Context: an optimization exercise on an open-source flow, tuned for a short achievable clock period and few clock cycles. The choices shown serve that exercise and are no tape-out recipe.
The RTL was checked by simulation tests, not by an equivalence proof against the original design.
Power is estimated from default activity; no workload was simulated.

==> job 9413 <==
==> flow/design.v (excerpt) <==
module lc3b_icache (
   input  logic         clk,
   input  logic         rst_n,
   input  logic         i_read,
   input  logic [15:0]  i_address,
   output logic [15:0]  i_rdata,
   output logic         i_mem_resp,
   output logic         pmem_read,
   output logic [15:0]  pmem_address,
   input  logic [127:0] pmem_rdata,
   input  logic         pmem_resp
);
==> module lc3b_icache, before the edit <==
module lc3b_icache (
   input  logic         clk,
   input  logic         rst_n,
   input  logic         i_read,
   input  logic [15:0]  i_address,
   output logic [15:0]  i_rdata,
   output logic         i_mem_resp,
   output logic         pmem_read,
   output logic [15:0]  pmem_address,
   input  logic [127:0] pmem_rdata,
   input  logic         pmem_resp
);
   logic         fill_q;                  
   logic [11:0]  fill_addr;               
   logic         victim;                  
   logic [7:0]   fwe0, fwe1;              
   logic [lc3b_icache_pkg::NUM_SETS-1:0] lru;    
   logic         cur_v;                   
   logic [11:0]  cur_line;
   logic [127:0] cur_data;
   logic         w7;                      
   logic [11:0]  nxt_line;                
   logic [7:0]   nxt_sel;                 
   logic         nxt_known;               
   logic         nxt_res;                 
   logic         nxt_way;
   logic [127:0] nxt_data;
   logic [11:0]  req_line;
   logic [2:0]   req_set, req_word, nxt_set, fill_set;
   logic [7:0]   req_sel, wdec;
   logic         ha0, ha1, hb0, hb1;
   logic [127:0] da0, da1, db0, db1;
   logic         fill_done;
   logic [7:0]   we0, we1;
   logic         unused_addr_bit;
   assign req_line        = i_address[15:4];
   assign req_set         = i_address[6:4];
   assign req_word        = i_address[3:1];
   assign nxt_set         = nxt_line[2:0];
   assign fill_set        = fill_addr[2:0];
   assign unused_addr_bit = i_address[0];
   always_comb begin
      for (int s = 0; s < 8; s++) begin
         req_sel[s] = (req_set == s[2:0]);
         wdec[s]    = (req_word == s[2:0]);
      end
   end
   assign fill_done = fill_q && pmem_resp;
   assign we0       = {8{pmem_resp}} & fwe0;
   assign we1       = {8{pmem_resp}} & fwe1;
   icache_way way0 (
      .clk        (clk),
      .rst_n      (rst_n),
      .rd_sel_a   (req_sel),
      .rd_tag_a   (i_address[15:7]),
      .hit_a      (ha0),
      .data_a     (da0),
      .rd_sel_b   (nxt_sel),
      .rd_tag_b   (nxt_line[11:3]),
      .hit_b      (hb0),
      .data_b     (db0),
      .we         (we0),
      .wr_tag     (fill_addr[11:3]),
      .wr_data    (pmem_rdata)
   );
   icache_way way1 (
      .clk        (clk),
      .rst_n      (rst_n),
      .rd_sel_a   (req_sel),
      .rd_tag_a   (i_address[15:7]),
      .hit_a      (ha1),
      .data_a     (da1),
      .rd_sel_b   (nxt_sel),
      .rd_tag_b   (nxt_line[11:3]),
      .hit_b      (hb1),
      .data_b     (db1),
      .we         (we1),
      .wr_tag     (fill_addr[11:3]),
      .wr_data    (pmem_rdata)
   );
   logic match_cur, match_nxt, idle_req, hi0, cur_ok;
   logic hit_cur, hit_nx0, miss_nxt;
   assign match_cur = (req_line == cur_line);
   assign match_nxt = (req_line == nxt_line);
   assign idle_req  = i_read && !fill_q;
   assign cur_ok    = cur_v && !fill_q;
   assign hi0       = w7 && nxt_known && nxt_res && !fill_q;    
   assign hit_cur   = i_read && cur_ok && match_cur && !(wdec[0] && hi0);
   assign hit_nx0   = i_read && hi0 && match_nxt && wdec[0];
   assign miss_nxt  = idle_req && nxt_known && !nxt_res && match_nxt;
   logic [15:0] rd_or;
   always_comb begin
      rd_or = '0;
      for (int k = 0; k < 8; k++) begin
         if (k == 0) begin
            rd_or = rd_or | ({16{wdec[k] && !fill_q}} &
                             (hi0 ? nxt_data[15:0] : cur_data[15:0]));
         end else begin
            rd_or = rd_or | ({16{wdec[k] && !fill_q}} & cur_data[16*k +: 16]);
         end
         rd_or = rd_or | ({16{wdec[k] && fill_q}} & pmem_rdata[16*k +: 16]);
      end
   end
   assign i_mem_resp   = (cur_ok && match_cur && !(wdec[0] && hi0)) ||
                         (hi0 && match_nxt && wdec[0]) || fill_done;
   assign i_rdata      = rd_or;
   assign pmem_read    = fill_q || miss_nxt;
   assign pmem_address = {(fill_q ? fill_addr : req_line), 4'b0000};
   logic req_hit, req_way;
   assign req_hit = ha0 || ha1;
   assign req_way = !ha0;
   always_ff @(posedge clk) begin
      nxt_res  <= hb0 || hb1;
      nxt_way  <= !hb0;
      nxt_data <= db0 | db1;    
   end
   always_ff @(posedge clk) begin
      if (fill_done) begin
         cur_data <= pmem_rdata;
      end else if (idle_req) begin
         cur_data <= da0 | da1;    
      end
   end
   logic [7:0] fill_sel, req_sel_n, fill_sel_n, nxt_sel_n;
   assign fill_sel   = fwe0 | fwe1;
   assign req_sel_n  = {req_sel[6:0], req_sel[7]};      
   assign fill_sel_n = {fill_sel[6:0], fill_sel[7]};
   assign nxt_sel_n  = {nxt_sel[6:0], nxt_sel[7]};
   always_ff @(posedge clk or negedge rst_n) begin
      if (!rst_n) begin
         fill_q    <= 1'b0;
         fill_addr <= '0;
         victim    <= 1'b0;
         fwe0      <= '0;
         fwe1      <= '0;
         lru       <= '0;
         cur_v     <= 1'b0;
         cur_line  <= '0;
         w7        <= 1'b0;
         nxt_line  <= 12'd1;
         nxt_sel   <= 8'd2;
         nxt_known <= 1'b0;
      end else begin
         nxt_known <= !fill_done && !(idle_req && req_hit && !hit_cur);
         if (hit_cur || hit_nx0 || fill_done) begin
            w7 <= wdec[7];
         end
         if (fill_done) begin
            fill_q        <= 1'b0;
            fwe0          <= '0;
            fwe1          <= '0;
            lru[fill_set] <= ~victim;
            cur_v         <= 1'b1;
            cur_line      <= fill_addr;
            nxt_line      <= fill_addr + 12'd1;
            nxt_sel       <= fill_sel_n;
         end else if (idle_req) begin
            if (req_hit) begin
               lru[req_set] <= ~req_way;
               cur_v        <= 1'b1;
               cur_line     <= req_line;
               nxt_line     <= req_line + 12'd1;
               nxt_sel      <= req_sel_n;
               if (!hit_cur && !hit_nx0) w7 <= 1'b0;
            end else begin
               fill_q       <= 1'b1;
               fill_addr    <= req_line;
               victim       <= lru[req_set];
               fwe0         <= lru[req_set] ? 8'd0 : req_sel;
               fwe1         <= lru[req_set] ? req_sel : 8'd0;
            end
         end
      end
   end
endmodule
Settings: LEC_CHECK=0, ABC_CLOCK_PERIOD_IN_PS=3300, CAP_MARGIN=20, CORE_MARGIN=2, CORE_UTILIZATION=40, SETUP_SLACK_MARGIN=2.9, SLEW_MARGIN=20, TNS_END_PERCENT=5; clock period 6.2 ns.
run.sh (not shown) runs the stock make flow with config.mk's settings and CLKGATE_MAP_FILE= SYNTH_SCRIPT=/design/flow/synth_recipe.tcl, a recipe that flattens the netlist after the stock synthesis.
==> inputs of job 7289, as changes to job 9413 <==
--- a/flow/design.v
+++ b/flow/design.v
@@ -144,3 +144,3 @@
    assign idle_req  = i_read && !fill_q;
-   assign cur_ok    = cur_v && !fill_q;
+   assign cur_ok    = cur_v;    
    assign hi0       = w7 && nxt_known && nxt_res && !fill_q;    
@@ -154,6 +154,6 @@
          if (k == 0) begin
-            rd_or = rd_or | ({16{wdec[k] && !fill_q}} &
+            rd_or = rd_or | ({16{wdec[k]}} &
                              (hi0 ? nxt_data[15:0] : cur_data[15:0]));
          end else begin
-            rd_or = rd_or | ({16{wdec[k] && !fill_q}} & cur_data[16*k +: 16]);
+            rd_or = rd_or | ({16{wdec[k]}} & cur_data[16*k +: 16]);
          end
@@ -225,2 +225,3 @@
                fill_q       <= 1'b1;
+               cur_v        <= 1'b0;
                fill_addr    <= req_line;
==> flow/flow/run.sh (new file) <==
#!/bin/bash
# Layout flow: the standard layout (standard.sh, all steps unchanged),
# with two additions to its config:
#  - the platform's delay cells (clkdlybuf*, dlygate*, dlymetal*) are added
#    to DONT_USE_CELLS, so port buffers and timing repair use plain buffers;
#  - IO_CONSTRAINTS (flow/io.tcl) keeps the fetch-side ports on one edge.
# The full make output goes to standard.log in this folder.
set -euo pipefail
cat >> config.mk <<EOC
export DONT_USE_CELLS += sky130_fd_sc_hd__clkdlybuf4s15_1 sky130_fd_sc_hd__clkdlybuf4s15_2 sky130_fd_sc_hd__clkdlybuf4s18_1 sky130_fd_sc_hd__clkdlybuf4s18_2 sky130_fd_sc_hd__clkdlybuf4s25_1 sky130_fd_sc_hd__clkdlybuf4s25_2 sky130_fd_sc_hd__clkdlybuf4s50_1 sky130_fd_sc_hd__clkdlybuf4s50_2 sky130_fd_sc_hd__dlygate4sd1_1 sky130_fd_sc_hd__dlygate4sd2_1 sky130_fd_sc_hd__dlygate4sd3_1 sky130_fd_sc_hd__dlymetal6s2s_1 sky130_fd_sc_hd__dlymetal6s4s_1 sky130_fd_sc_hd__dlymetal6s6s_1
export IO_CONSTRAINTS = $PWD/flow/io.tcl
EOC
bash standard.sh > standard.log 2>&1
==> flow/flow/io.tcl (new file) <==
# Keep the fetch-side ports and the fill data together on the right edge, so
# the paths from i_address and pmem_rdata to i_rdata / i_mem_resp /
# pmem_read stay short.
set_io_pin_constraint -region right:* -pin_names {i_read i_address[*] i_rdata[*] i_mem_resp pmem_read pmem_resp pmem_address[*] pmem_rdata[*]}
==> flow/standard.sh (new file) <==
#!/bin/bash
# synth_recipe.tcl (not shown) runs the flow's synth.tcl, then flattens the netlist and writes it again
# the make line also repeats each setting of config.mk as NAME=value (left out here)
make -C /OpenROAD-flow-scripts/flow DESIGN_CONFIG=/design/flow/config.mk WORK_HOME=/design/flow/orfs CLKGATE_MAP_FILE= SYNTH_SCRIPT=/design/flow/synth_recipe.tcl "${@:-finish}"
--- a/flow/config.mk
+++ b/flow/config.mk
@@ -7,3 +7,3 @@
 export LEC_CHECK = 0
-export ABC_CLOCK_PERIOD_IN_PS = 3300
+export ABC_AREA = 1
 export CAP_MARGIN = 20
@@ -14 +14,3 @@
 export TNS_END_PERCENT = 5
+export DONT_USE_CELLS += sky130_fd_sc_hd__clkdlybuf4s15_1 sky130_fd_sc_hd__clkdlybuf4s15_2 sky130_fd_sc_hd__clkdlybuf4s18_1 sky130_fd_sc_hd__clkdlybuf4s18_2 sky130_fd_sc_hd__clkdlybuf4s25_1 sky130_fd_sc_hd__clkdlybuf4s25_2 sky130_fd_sc_hd__clkdlybuf4s50_1 sky130_fd_sc_hd__clkdlybuf4s50_2 sky130_fd_sc_hd__dlygate4sd1_1 sky130_fd_sc_hd__dlygate4sd2_1 sky130_fd_sc_hd__dlygate4sd3_1 sky130_fd_sc_hd__dlymetal6s2s_1 sky130_fd_sc_hd__dlymetal6s4s_1 sky130_fd_sc_hd__dlymetal6s6s_1
+export IO_CONSTRAINTS = /design/flow/flow/io.tcl
removed: flow/run.sh
==> inputs of job 3646, as changes to job 9413 <==
--- a/flow/design.v
+++ b/flow/design.v
@@ -144,3 +144,3 @@
    assign idle_req  = i_read && !fill_q;
-   assign cur_ok    = cur_v && !fill_q;
+   assign cur_ok    = cur_v;    
    assign hi0       = w7 && nxt_known && nxt_res && !fill_q;    
@@ -154,6 +154,6 @@
          if (k == 0) begin
-            rd_or = rd_or | ({16{wdec[k] && !fill_q}} &
+            rd_or = rd_or | ({16{wdec[k]}} &
                              (hi0 ? nxt_data[15:0] : cur_data[15:0]));
          end else begin
-            rd_or = rd_or | ({16{wdec[k] && !fill_q}} & cur_data[16*k +: 16]);
+            rd_or = rd_or | ({16{wdec[k]}} & cur_data[16*k +: 16]);
          end
@@ -225,2 +225,3 @@
                fill_q       <= 1'b1;
+               cur_v        <= 1'b0;
                fill_addr    <= req_line;
--- a/flow/config.mk
+++ b/flow/config.mk
@@ -7,3 +7,3 @@
 export LEC_CHECK = 0
-export ABC_CLOCK_PERIOD_IN_PS = 3300
+export ABC_AREA = 1
 export CAP_MARGIN = 20
==> comparison table <==
item	job 3646	job 7289	job 9413
Run status	no timing/DRC/antenna violations	no timing/DRC/antenna violations	no timing/DRC/antenna violations
Area share of the largest cell type after synthesis	68.5%	68.5%	73.8%
Slack of the worst reg-to-reg path	2730 ps	2300 ps	2870 ps
Antenna cell count	21	43	39
Critical path arrival	3210 ps	3400 ps	3280 ps
Area share of xor/xnor cells in the synthesized design	0.912%	0.912%	3.07%
M1 WL	139000 um	147000 um	126000 um
Number of distinct library cell variants in the gate-level netlist after synthesis	57	58	74
Number of CTS-inserted buffers	241	230	233
WL final	354000 um	379000 um	325000 um
Internal portion of total power	27.7 mW	27.3 mW	27.5 mW
Basic-gate share of the synthesized area counting and, or, nand and nor cells	21.1%	21.1%	3.96%
DRC marker count from the first detailed-route iteration	10193	13103	9256
Core Box Area	253000 um^2	253000 um^2	235000 um^2
Startpoint kind of the worst setup timing path	input port	input port	register
DR WL met2	160000 um	160000 um	149000 um
Routed length on met3	39800 um	53900 um	36400 um
Ratio of routed vias to standard cells	5.65	5.75	6.49
Met3 global-route usage	5.42%	7.33%	5.43%
Testbench counts of job 9413, summed over its fixed seeds: cycles 41,030.
Testbench counts of job 7289, summed over its fixed seeds: cycles 41,030.
Testbench counts of job 3646, summed over its fixed seeds: cycles 41,030.

==> re-timing with driven ports <==
In the flow no input, the clock included, has a driving cell. The finished layouts below were timed again as built, in two steps. Step 1, drivers: a clkbuf_16 drives clk and a buf_2 each remaining input, both assumed. Step 2 adds t to the input delays and takes it off the output delays; t is the mean of the earliest and latest rising clock arrival at the registers after step 1. Input paths then give back, and output paths get back, about the clock's delay inside the block. a / b / c = ideal / step 1 / step 2; a / b = the first two.
| run | shift t [ns] | setup WS [ns] | worst setup path after step 2 | worst register clock-pin slew, ns | cell pins on the clock port's net |
|---|---|---|---|---|---|
| job 9413 | 0.952 | 1.680 / 1.574 / 1.339 | input to register | 0.07 / 0.07 | 1 |
| job 7289 | 0.994 | 1.561 / 1.405 / 1.169 | input to register | 0.07 / 0.07 | 1 |
| job 3646 | 0.980 | 1.754 / 1.654 / 1.586 | input to register | 0.07 / 0.07 | 1 |
After both steps setup and hold are still met in every run listed. The setup slack of job 7289, which loses most, moves by -0.156 ns with the drivers and by -0.392 ns with both steps.
